This design comes from an exercise in tuning for small area on the open sky130 flow, not from production work.
At most, simulation tests tie the RTL to the original design; equivalence was not proved.
No functional check of the RTL was part of run 1.
No activity file was given, so power comes from the tool's default toggle rates.

==> design.v <==
module hls_module_status_monitor #(
    parameter int unsigned      N_CH    = 10,
    parameter int unsigned      CNT_W   = 32,
    parameter logic [N_CH-1:0]  CONT_EN = {N_CH{1'b0}},
    localparam int unsigned     CH_W    = (N_CH > 1) ? $clog2(N_CH) : 1
) (
    input  logic             clock,
    input  logic             reset,
    input  logic             finish,
    input  logic             clear,
    input  logic [N_CH-1:0]  ap_start,
    input  logic [N_CH-1:0]  ap_ready,
    input  logic [N_CH-1:0]  ap_done,
    input  logic [N_CH-1:0]  ap_continue,
    input  logic             rd_en,
    input  logic [CH_W-1:0]  rd_ch,
    input  logic [2:0]       rd_sel,
    output logic             rd_valid,
    output logic [CNT_W-1:0] rd_data,
    output logic             active,
    output logic [N_CH-1:0]  ovf
);
    localparam logic [CNT_W-1:0] ONES = {CNT_W{1'b1}};
    function automatic logic [CNT_W-1:0] inc_en(input logic [CNT_W-1:0] v, input logic en);
        logic t;
        t = en;
        for (int b = 0; b < CNT_W; b++) begin
            inc_en[b] = v[b] ^ t;
            t = t & v[b];
        end
    endfunction
    function automatic logic [CNT_W-1:0] cnt_nx(input logic [CNT_W-1:0] v, input logic en, input logic clr);
        logic t;
        t = en;
        for (int b = 0; b < CNT_W; b++) begin
            cnt_nx[b] = (v[b] & ~t & ~clr) | (~v[b] & t & ~clr);
            t = t & v[b];
        end
    endfunction
    function automatic logic [0:0] ge(input logic [CNT_W-1:0] a, input logic [CNT_W-1:0] b);
        logic g;
        g = 1'b1;
        for (int b_ = 0; b_ < CNT_W; b_++)
            g = (a[b_] & ~b[b_]) | ((a[b_] | ~b[b_]) & g);
        ge = g;
    endfunction
    logic             active_q;
    logic             opened_q;
    logic             active_nxt;
    logic [N_CH-1:0]  ovf_q;
    logic [N_CH-1:0]  ovf_nxt;
    logic [CNT_W-1:0] start_q   [N_CH];
    logic [CNT_W-1:0] ready_q   [N_CH];
    logic [CNT_W-1:0] busy_q    [N_CH];
    logic [CNT_W-1:0] stall_q   [N_CH];
    logic [CNT_W-1:0] max_nxt   [N_CH];
    logic [1:0]       state_nxt [N_CH];
    logic [N_CH-1:0]  ev_start, ev_ready, ev_done, ev_busy, ev_stall;
    logic [N_CH-1:0]  dlt_p, dlt_m;
    assign active     = active_q;
    assign ovf        = ovf_q;
    assign active_nxt = clear | (~finish & (active_q | ~opened_q));
    always_ff @(posedge clock or negedge reset) begin
        if (!reset) begin
            active_q <= 1'b0;
            opened_q <= 1'b0;
            ovf_q    <= '0;
        end else begin
            active_q <= active_nxt;
            opened_q <= 1'b1;
            ovf_q    <= ovf_nxt;
        end
    end
    for (genvar c = 0; c < N_CH; c++) begin : g_ch
        logic             st_busy, st_hold;
        logic             nx_busy, nx_hold;
        logic             cont;
        logic [CNT_W-1:0] start_r, ready_r, busy_r, stall_r, max_r, lat_r;
        logic [CNT_W-1:0] cand;
        logic             p_r, m_r;
        logic             f_start, f_ready, f_busy, f_stall, f_lat, f_done;
        logic             e_start, e_ready, e_done, e_busy, e_stall;
        logic             s_eff, d_eff, upd;
        assign cont = ~CONT_EN[c] | ap_continue[c];
        always_comb begin
            nx_busy = st_busy;
            nx_hold = st_hold;
            if (st_busy) begin
                if (ap_done[c]) begin
                    nx_busy = 1'b0;
                    nx_hold = ~cont;
                end
            end else if (st_hold) begin
                if (ap_continue[c]) nx_hold = 1'b0;
            end else if (ap_start[c]) begin
                nx_busy = ~ap_done[c];
                nx_hold = ap_done[c] & ~cont;
            end
        end
        assign e_start = ~st_busy & ~st_hold & ap_start[c];
        assign e_done  = ap_done[c] & (st_busy | (~st_hold & ap_start[c]));
        assign e_busy  = st_busy;
        assign e_ready = ap_ready[c];
        assign e_stall = st_hold & ~ap_continue[c];
        assign f_start = &start_r;
        assign f_ready = &ready_r;
        assign f_busy  = &busy_r;
        assign f_stall = &stall_r;
        assign f_lat   = &lat_r;
        assign f_done  = (~p_r & ~m_r & f_start) | (p_r & (start_r == (ONES - CNT_W'(1))));
        assign cand = inc_en(lat_r, ~f_lat);
        assign upd  = active_q & e_done & ge(lat_r, max_r) & ~(&max_r);
        assign s_eff = active_q & e_start & ~f_start;
        assign d_eff = active_q & e_done & ~f_done;
        always_ff @(posedge clock or negedge reset) begin
            if (!reset) begin
                st_busy <= 1'b0;
                st_hold <= 1'b0;
                lat_r   <= '0;
                start_r <= '0;
                ready_r <= '0;
                busy_r  <= '0;
                stall_r <= '0;
                max_r   <= '0;
                p_r     <= 1'b0;
                m_r     <= 1'b0;
            end else begin
                st_busy <= nx_busy;
                st_hold <= CONT_EN[c] ? nx_hold : 1'b0;
                lat_r   <= nx_busy ? cand : '0;
                start_r <= cnt_nx(start_r, active_q & e_start & ~f_start, clear);
                ready_r <= cnt_nx(ready_r, active_q & e_ready & ~f_ready, clear);
                busy_r  <= cnt_nx(busy_r, active_q & e_busy & ~f_busy, clear);
                stall_r <= CONT_EN[c] ? cnt_nx(stall_r, active_q & e_stall & ~f_stall, clear) : '0;
                if (clear) begin
                    max_r   <= '0;
                    p_r     <= 1'b0;
                    m_r     <= 1'b0;
                end else if (active_q) begin
                    if (upd) max_r <= cand;
                    if (d_eff & ~s_eff) begin
                        p_r <= ~m_r;
                        m_r <= 1'b0;
                    end else if (s_eff & ~d_eff) begin
                        p_r <= 1'b0;
                        m_r <= ~p_r;
                    end
                end
            end
        end
        always_comb begin
            ovf_nxt[c] = ovf_q[c];
            if (active_q)
                ovf_nxt[c] = ovf_q[c] | (e_start & f_start) | (e_ready & f_ready) | (e_done & f_done)
                           | (e_busy & f_busy) | f_lat | (e_stall & f_stall);
            if (clear) ovf_nxt[c] = 1'b0;
        end
        assign start_q[c]   = start_r;
        assign ready_q[c]   = ready_r;
        assign busy_q[c]    = busy_r;
        assign stall_q[c]   = CONT_EN[c] ? stall_r : '0;
        assign max_nxt[c]   = clear ? '0 : (upd ? cand : max_r);
        assign state_nxt[c] = {CONT_EN[c] ? nx_hold : 1'b0, nx_busy};
        assign ev_start[c]  = e_start;
        assign ev_ready[c]  = e_ready;
        assign ev_done[c]   = e_done;
        assign ev_busy[c]   = e_busy;
        assign ev_stall[c]  = CONT_EN[c] ? e_stall : 1'b0;
        assign dlt_p[c]     = p_r;
        assign dlt_m[c]     = m_r;
    end
    logic             in_rng;
    logic [CNT_W-1:0] x_val;
    logic             x_inc, x_p, x_m;
    logic [CNT_W-1:0] y_val;
    logic [CNT_W-1:0] cnt_val;
    logic [CNT_W-1:0] rd_mux_c;
    always_comb begin
        in_rng = (32'(rd_ch) < N_CH);
        x_val  = '0;
        x_inc  = 1'b0;
        x_p    = 1'b0;
        x_m    = 1'b0;
        for (int i = 0; i < N_CH; i++) begin
            if (32'(rd_ch) == i) begin
                case (rd_sel)
                    3'd0: begin x_val = start_q[i]; x_inc = ev_start[i]; end
                    3'd1: begin x_val = ready_q[i]; x_inc = ev_ready[i]; end
                    3'd2: begin x_val = start_q[i]; x_inc = ev_done[i]; x_p = dlt_p[i]; x_m = dlt_m[i]; end
                    3'd3: begin x_val = busy_q[i];  x_inc = ev_busy[i]; end
                    3'd4: begin x_val = stall_q[i]; x_inc = ev_stall[i]; end
                    default: ;
                endcase
            end
        end
        x_inc = x_inc & active_q;
        begin
            logic tp, tm;
            tp = x_p;
            tm = x_m;
            for (int b_ = 0; b_ < CNT_W; b_++) begin
                y_val[b_] = x_val[b_] ^ (tp | tm);
                tp = tp & x_val[b_];
                tm = tm & ~x_val[b_];
            end
        end
        cnt_val = inc_en(y_val, x_inc & ~(&y_val));
        rd_mux_c = '0;
        if (in_rng) begin
            case (rd_sel)
                3'd5:    rd_mux_c = max_nxt[rd_ch];
                3'd6:    rd_mux_c = CNT_W'(state_nxt[rd_ch]);
                3'd7:    rd_mux_c = CNT_W'({ovf_nxt[rd_ch], active_nxt});
                default: rd_mux_c = clear ? '0 : cnt_val;
            endcase
        end
    end
    always_ff @(posedge clock or negedge reset) begin
        if (!reset) rd_valid <= 1'b0;
        else        rd_valid <= rd_en;
    end
    always_ff @(posedge clock) rd_data <= rd_mux_c;
endmodule
module hls_status_monitor_top (
    input  logic        clock,
    input  logic        reset,
    input  logic        finish,
    input  logic        clear,
    input  logic [9:0]  ap_start,
    input  logic [9:0]  ap_ready,
    input  logic [9:0]  ap_done,
    input  logic [9:0]  ap_continue,
    input  logic        rd_en,
    input  logic [3:0]  rd_ch,
    input  logic [2:0]  rd_sel,
    output logic        rd_valid,
    output logic [15:0] rd_data,
    output logic        active,
    output logic [9:0]  ovf
);
    hls_module_status_monitor #(
        .N_CH(10), .CNT_W(16), .CONT_EN(10'b1011011011)
    ) u_mon (
        .clock(clock), .reset(reset), .finish(finish), .clear(clear),
        .ap_start(ap_start), .ap_ready(ap_ready), .ap_done(ap_done), .ap_continue(ap_continue),
        .rd_en(rd_en), .rd_ch(rd_ch), .rd_sel(rd_sel),
        .rd_valid(rd_valid), .rd_data(rd_data), .active(active), .ovf(ovf)
    );
endmodule
==> run.sh <==
#!/bin/bash
# synth_recipe.tcl (not shown) runs the flow's synth.tcl, then flattens the netlist and writes it again
# the make line also repeats each setting of config.mk as NAME=value (left out here)
make -C /OpenROAD-flow-scripts/flow DESIGN_CONFIG=/design/flow/config.mk WORK_HOME=/design/flow/orfs CLKGATE_MAP_FILE= SYNTH_SCRIPT=/design/flow/synth_recipe.tcl finish
==> config.mk <==
export PLATFORM = sky130hd
export DESIGN_NAME = hls_status_monitor_top
export DESIGN_NICKNAME = hls_status_monitor_top
export VERILOG_FILES = /design/flow/design.v
export SDC_FILE = /design/flow/constraint.sdc
export NUM_CORES = 4
export LEC_CHECK = 0
export ABC_AREA = 1
export CAP_MARGIN = 20
export CORE_MARGIN = 2
export CORE_UTILIZATION = 55
export SLEW_MARGIN = 20
==> constraint.sdc <==
create_clock -name core_clock -period 6.0 [get_ports {clock}]
set_input_delay 1.2000 -clock core_clock [delete_from_list [all_inputs] [get_ports {clock}]]
set_output_delay 1.2000 -clock core_clock [all_outputs]
set_load 0.01 [all_outputs]
==> flow_summary.ini, run 1 <==
[layout]
num-fill-cells = 8946
fin_cells = 9308
stdcell_area_sq_um = 64700
drive_above_1_share_pct = 9.54
syn_to_final_growth_pct = 16.9
nNetsFinal = 8140

[sta]
worst_slew_pin_slew_ps = 1030
skew_ps = 18.7
max-slew-margin-rel_pct = 30.9
setup_slack_ps = -632
post-route-period-util_pct = 111
fmax_mhz = 151
finalSetupTns_ps = -2240
hold_ws_ps = 470
hold_viol = 0
timing.final.max_slew_violations = 0
grt_setup_unrepaired = true
min_period_ps = 6630
finalSetupViolCount = 6

[synth]
muxShareOfSynthArea_pct = 0
synth_commonest_cells = nand2_1 (1,407), inv_1 (1,397), nor2_1 (1,070), dfrtp_1 (962), o21ai_0 (505)
yosysMostFrequentCell = nand2_1
synth_fa_ha_area_share_pct = 3.73
yosys_warnings = 7
synth_top_family_by_area = simple AND/OR/NAND/NOR gates
synth_top_area_cell = dfrtp_1
synth_top_area_share_pct = 43.5
syn-cell-area_sq_um = 55400
synthFlopType = dfrtp_1
async_flop_share_pct = 98.4
synth_area_leaders = dfrtp_1 (43%), nand2_1 (9.5%), inv_1 (9.5%)
synthCells = 7564
avgSynthCellArea_sq_um = 7.32
synth-compound-area-share_pct = 13.3
yosysSeqAreaShare_pct = 44.0
ys_ff_latch = 978
synth_xor_area_share_pct = 0.285
synth-edff-count = 0
synth_fp_nets = 7781
synthSimpleGateAreaFrac_pct = 27.2
ys_types = 61

[die]
start_util_pct = 55.4
die_w_um = 321
num_rows = 116
core_sq_um = 100000
die_area_sq_um = 103000
io_pins = 80
die_h_um = 321

[cts]
clk_path_buf_depth = 3
cts.reportedPaths.clkPinSlew_ps = 60
cts_made_buffers = 107
cts_max_level = 3
clock_latency_ps = 710
root_buffer = clkbuf_16
postCtsHoldBufs = 0
cts_sinks = 978
cts_tree = done

[place]
globalplace.congestion = 1.01
dp_hpwl_um = 147000
placement.io_buffers = 76
place_area_sq_um = 60100
post-place-cells = 9067

[flow_run]
cap_violations = 0

[pwr]
combinationalPowerShare_pct = 22.3
p_int_mw = 12.3
swShare_pct = 32.1
p_per_area_nw_per_um2 = 279
clkPwrFrac_pct = 38.1
finalPower_mw = 18.1
power.leakage_nw = 29.9
pwr-share-seq_pct = 39.6
ir_drop_v = 0.000249
power_switching_mw = 5.81

[global_routing]
first_global_vias = 50231
antenna_found_initial = 6
track_usage_pct = 37.5
grt_max_degree = 145
overflow = 0
grt_pass1_wl_um = 297000

[drt]
first_pass_iters = 6
avgViaCountPerCell = 5.77
drtIter0Drc = 6175
drtAntennaViolNets = 0
drc = 0
num_vias = 53671
wl_um = 194000
wire_per_inst_um = 20.9

[worst_hold_path]
hold_class = register to register

[run_status]
so.violations = setup timing
status = finished with violations

[critical_path]
cp-start-kind = input port
critPathMaxFanout = 16
crit_top_cell = ha_4
arrival_ps = 7260
cp_slowest_cell = o21ai_1
critPathMaxStageDelay_ps = 270
crit_type = input port to register
crit_required_ps = 6630
worstSetupEndpointType = register
-- critical path: cells and delay by family --
family	cells	cell delay, ps
buffers and inverters	8	920
AO/OA/AOI/OAI	3	530
adder cells (fa/ha/maj)	15	2450
AND/OR/NAND/NOR	19	2100
-- logic make-up (layout without fill, tap and decap cells) --
| group | after synthesis | in the layout |
|---|---|---|
| AO/OA/AOI/OAI | 1265 | 1265 |
| XOR/XNOR | 18 | 18 |
| adder cells (fa/ha/maj) | 165 | 165 |
| buffers and inverters | 1652 | 2096 |
| flip-flops | 978 | 978 |
| other | 1 | 3 |
| AND/OR/NAND/NOR | 3485 | 3485 |
-- power by group through the flow --
| stage | clock network, mW | registers, mW | logic, mW |
|---|---|---|---|
| 3_3_place_gp | 0 | 7.27 | 3.85 |
| 4_1_cts | 6.97 | 7.16 | 3.98 |
| 2_1_floorplan | 0 | 7.22 | 2.67 |
| 5_1_grt | 7.23 | 7.20 | 4.55 |
| 6_report | 6.89 | 7.17 | 4.02 |
| 3_5_place_dp | 0 | 7.28 | 3.91 |
-- through the flow --
step	util [%]	setup WS (ps)
after detailed placement	60.1	-1900
after floorplan	-	-302
final	64.7	-632
after global routing	64.7	-980
after global placement	60.1	-1880
after CTS	64.6	-598
-- path summary, 6_finish.rpt --
check,depth (start not counted),endpoint,start,slack [ps]
worst max-delay path,45,u_mon.rd_data[14],rd_sel[0],-630
worst max register to register,38,u_mon.rd_data[14],u_mon.g_ch[0].stall_r[9],10
min in group asynchronous,1,u_mon.g_ch[2].lat_r[6],reset,550
max in group asynchronous,2,u_mon.g_ch[8].busy_r[15],reset,3940
worst min register to register,1,u_mon.g_ch[7].p_r,u_mon.g_ch[7].m_r,470
worst min-delay path,1,u_mon.g_ch[7].p_r,u_mon.g_ch[7].m_r,470
-- layer usage --
metal	share of wire [%]	routed length (um)	vias up	track usage (%)
met5	0.0072	14	-	0
met4	5.7	11000	2	18.8
met3	8.2	16000	458	6.54
met2	43	84200	2151	56.7
met1	43	83000	25643	52.1
li1	-	-	25417	-
-- cell type report --
cell class	count	area, sq um	area share, %
clock buffer	150	3130	4.84
clock inverter	44	509	0.787
inverter	1412	5360	8.27
timing repair inverter	1	8.76	0.0135
multi-input combinational	4934	25300	39.1
timing repair buffer	489	4410	6.81
antenna	2	5.00	0.00773
tap	1298	1620	2.51
sequential	978	24400	37.7
-- state kept, by name (all words and copies together), names as in the netlist --
name                cells
u_mon.rd_data          16
u_mon.g_ch.busy_r     160
u_mon.g_ch.st_busy     10
u_mon.active_q          1
u_mon.g_ch.stall_r    112
u_mon.g_ch.start_r    160
u_mon.rd_valid          1
u_mon.g_ch.st_hold      7
u_mon.g_ch.p_r         10
u_mon.g_ch.m_r         10
u_mon.g_ch.lat_r      160
u_mon.ovf_q            10
u_mon.opened_q          1
u_mon.g_ch.ready_r    160
u_mon.g_ch.max_r      160
-- placed cells by master, fill, tap and decap left out, drive strengths merged, types with 9 or more instances in the layout --
cell type	instances
ha	165
a22oi	15
a22o	17
a41oi	9
and3	106
dfxtp	16
nor2	1078
xnor2	10
or2	32
o221ai	36
o32ai	19
nand2	1409
o31ai	9
nand3	302
o211ai	23
a31oi	20
nand4	261
bufinv	9
inv	1407
o21ai	509
a21oi	351
clkdlybuf4s50	67
nor3	172
o21a	18
dfrtp	962
buf	410
a221oi	31
clkinv	37
o2111ai	41
o22ai	145
clkbuf	153
nor4	108
-- what timing repair did --
action,CTS,global route
endpoints found under the setup margin,10,11
cloned,7,0
pin swaps,55,46
buffers inserted,27,13
gates resized for setup,112,37
==> run 2, diff against run 1 <==
--- a/design.v
+++ b/design.v
@@ -204,7 +204,15 @@
                 tm = tm & ~x_val[b_];
             end
         end
-        cnt_val = inc_en(y_val, x_inc & ~(&y_val));
+        begin
+            logic t, pre;
+            t   = x_inc & ~(&y_val);
+            pre = 1'b1;
+            for (int b_ = 0; b_ < CNT_W; b_++) begin
+                cnt_val[b_] = y_val[b_] ^ (t & pre);
+                pre = pre & y_val[b_];
+            end
+        end
         rd_mux_c = '0;
         if (in_rng) begin
             case (rd_sel)
==> flow_summary.ini, run 2 <==
[critical_path]
arrival_ps = 6350
critPathMaxStageDelay_ps = 690
path_buf_inv = 0
cp-start-kind = register
cp_slowest_cell = or4_1
crit_type = register to register
worstSetupEndpointType = register
crit_top_cell = ha_1
crit_family = adder cells
crit_required_ps = 6590
critPathMaxFanout = 4

[sta]
skew_ps = 24.6
worst_slew_pin_slew_ps = 1130
post-route-period-util_pct = 95.9
finalSetupTns_ps = 0
hold_viol = 0
min_period_ps = 5760
finalSetupViolCount = 0
hold_ws_ps = 473
timing.final.max_slew_violations = 0
grt_setup_unrepaired = false
max-slew-margin-rel_pct = 24.1
fmax_mhz = 174

[drt]
drc = 0
wl_um = 185000
first_pass_iters = 6
wire_per_inst_um = 19.8
avgViaCountPerCell = 5.69
drtAntennaViolNets = 0
num_vias = 53029
drtIter0Drc = 5631

[layout]
mostFrequentLayoutCell = inv_1
nNetsFinal = 8066
syn_to_final_growth_pct = 13.5
layout_common_cells = inv_1 (1,382), nand2_1 (1,362), nor2_1 (1,137)
drive_above_1_share_pct = 6.59
final_core_util_pct = 63.1
stdcell_area_sq_um = 63400
num-fill-cells = 9261

[cts]
clock_latency_ps = 720
clk_path_buf_depth = 3
root_buffer = clkbuf_16
cts_max_level = 3
postCtsHoldBufs = 0
cts_sinks = 978
cts_tree = done
cts_made_buffers = 108
cts.reportedPaths.clkPinSlew_ps = 60
cts_setup_buffers = 0

[global_routing]
track_usage_pct = 35.4
grt_pass1_wl_um = 285000
first_global_vias = 49356
antenna_found_initial = 7
grt_max_degree = 167
overflow = 0

[die]
core_sq_um = 100000
start_util_pct = 55.6
io_pins = 80
die_w_um = 323
die_h_um = 323
num_rows = 116
die_area_sq_um = 104000

[synth]
avgSynthCellArea_sq_um = 7.29
async_flop_share_pct = 98.4
yosysMostFrequentCell = inv_1
synthCells = 7666
synthFlopType = dfrtp_1
synth_area_leaders = dfrtp_1 (43%), inv_1 (9.3%), nand2_1 (9.2%)
yosysSeqAreaShare_pct = 43.7
synth-edff-count = 0
synth_top_area_cell = dfrtp_1
synth_fp_nets = 7869
synth_top_area_share_pct = 43.1
syn-cell-area_sq_um = 55900
yosys_warnings = 7
ys_types = 61
synth_commonest_cells = inv_1 (1,382), nand2_1 (1,363), nor2_1 (1,140), dfrtp_1 (962), o21ai_0 (514)
ys_ff_latch = 978

[pwr]
p_per_area_nw_per_um2 = 289
ir_drop_v = 0.000234
power.leakage_nw = 29.4

[place]
dp_hpwl_um = 137000
globalplace.congestion = 0.962
place_area_sq_um = 59600
placement.io_buffers = 76

[worst_hold_path]
hold_class = register to register

[run_status]
status = finished clean

[flow_run]
cap_violations = 0
==> run 2: cell types whose count changed in the layout (fill, tap and decap cells not counted), moves of 19 or more <==
cell / change
nor2_1: +93
o21ai_0: +26
buf_4: -136
and3_1: +19
nand3_1: +70
nand2_1: -23
==> run 2: path summary, 6_finish.rpt <==
kind,start,endpoint,slack [ps],depth (start not counted)
min in group asynchronous,reset,u_mon.g_ch[3].max_r[8],540,1
worst min-delay path,u_mon.g_ch[3].m_r,u_mon.g_ch[3].p_r,470,1
max in group asynchronous,reset,u_mon.g_ch[1].start_r[10],4110,2
worst max-delay path,u_mon.g_ch[3].lat_r[8],u_mon.rd_data[15],240,25
worst max register to register,u_mon.g_ch[3].lat_r[8],u_mon.rd_data[15],240,25
worst min register to register,u_mon.g_ch[3].m_r,u_mon.g_ch[3].p_r,470,1
==> run 2: stage by stage <==
| step | total power [mW] | worst slack, ps | instances |
|---|---|---|---|
| 2_1_floorplan | 9.97 | 1270 | 7666 |
| 3_3_place_gp | 11.2 | -23.6 | 9110 |
| 3_5_place_dp | 11.2 | -51.8 | 9110 |
| 4_1_cts | 18.4 | 234 | 9309 |
| 5_1_grt | 19.2 | 8.08 | 9309 |
| 6_report | 18.3 | 243 | 9313 |
==> run 2: final cells by class <==
cell class	instances	area, sq um	share of cell area [%]
multi-input combinational	5042	25200	39.7
clock buffer	161	3220	5.09
timing repair buffer	334	3080	4.86
sequential	978	24400	38.5
antenna	4	10.0	0.0158
clock inverter	38	549	0.866
tap	1357	1700	2.68
inverter	1399	5260	8.30
==> run 2: timing repair <==
action,4_1_cts,5_1_grt
setup endpoints to repair,0,1
resized for setup,0,1
endpoints found under the hold margin,0,0
==> run 2: cells by family after synthesis <==
family | count (synthesis) | synth area share, %
compound gates | 1264 | 13.2
fa+ha+maj | 151 | 3.38
buf+inv | 1646 | 11.3
flops | 978 | 43.7
xor+xnor | 16 | 0.278
other cells | 1 | 0.00671
simple gates | 3610 | 28.2
==> run 2: per-layer routing <==
layer / share of wire [%] / up-vias / GRT usage, %
li1: - / 25499 / -
met1: 44 / 25186 / 51.3
met2: 44 / 1993 / 54.2
met3: 7.6 / 345 / 4.55
met4: 4.1 / 6 / 14.0
met5: 0.022 / - / 0
==> run 2: where the power goes <==
part           leakage, nW  internal (mW)  switching [mW]  total, mW
Combinational         14.1           1.20            2.82       4.02
Clock                 1.86           4.26            2.87       7.13
Sequential            13.5           6.98           0.186       7.16

## separate check: timing with driven ports
The flow's constraints put no driver on any port. The routed layouts listed below were extracted and timed again, unchanged, in two steps.
Step 1: set_driving_cell puts a clkbuf_16 on clock and a buf_2 on each other input, an assumption about the parent block.
Step 2 moves the port delays by t, midway between the first and last clock arrival at a register: inputs arrive t later, outputs are due t later. That takes back most of the time a late clock gives input paths.
Three values: ideal, step 1, step 2; two values: the first two.
| run | t, ns | setup slack, ns | latest minus earliest clock arrival (ns) |
|---|---|---|---|
| run 1 | 0.775 | -0.632 / -0.652 / -1.427 | 0.021 / 0.022 |
| run 2 | 0.776 | 0.243 / 0.243 / -0.145 | 0.028 / 0.029 |
Met with ideal ports but missed after step 2: setup timing in run 2. The setup slack of run 1, which loses most, moves by -0.020 ns with the drivers and by -0.795 ns with both steps.
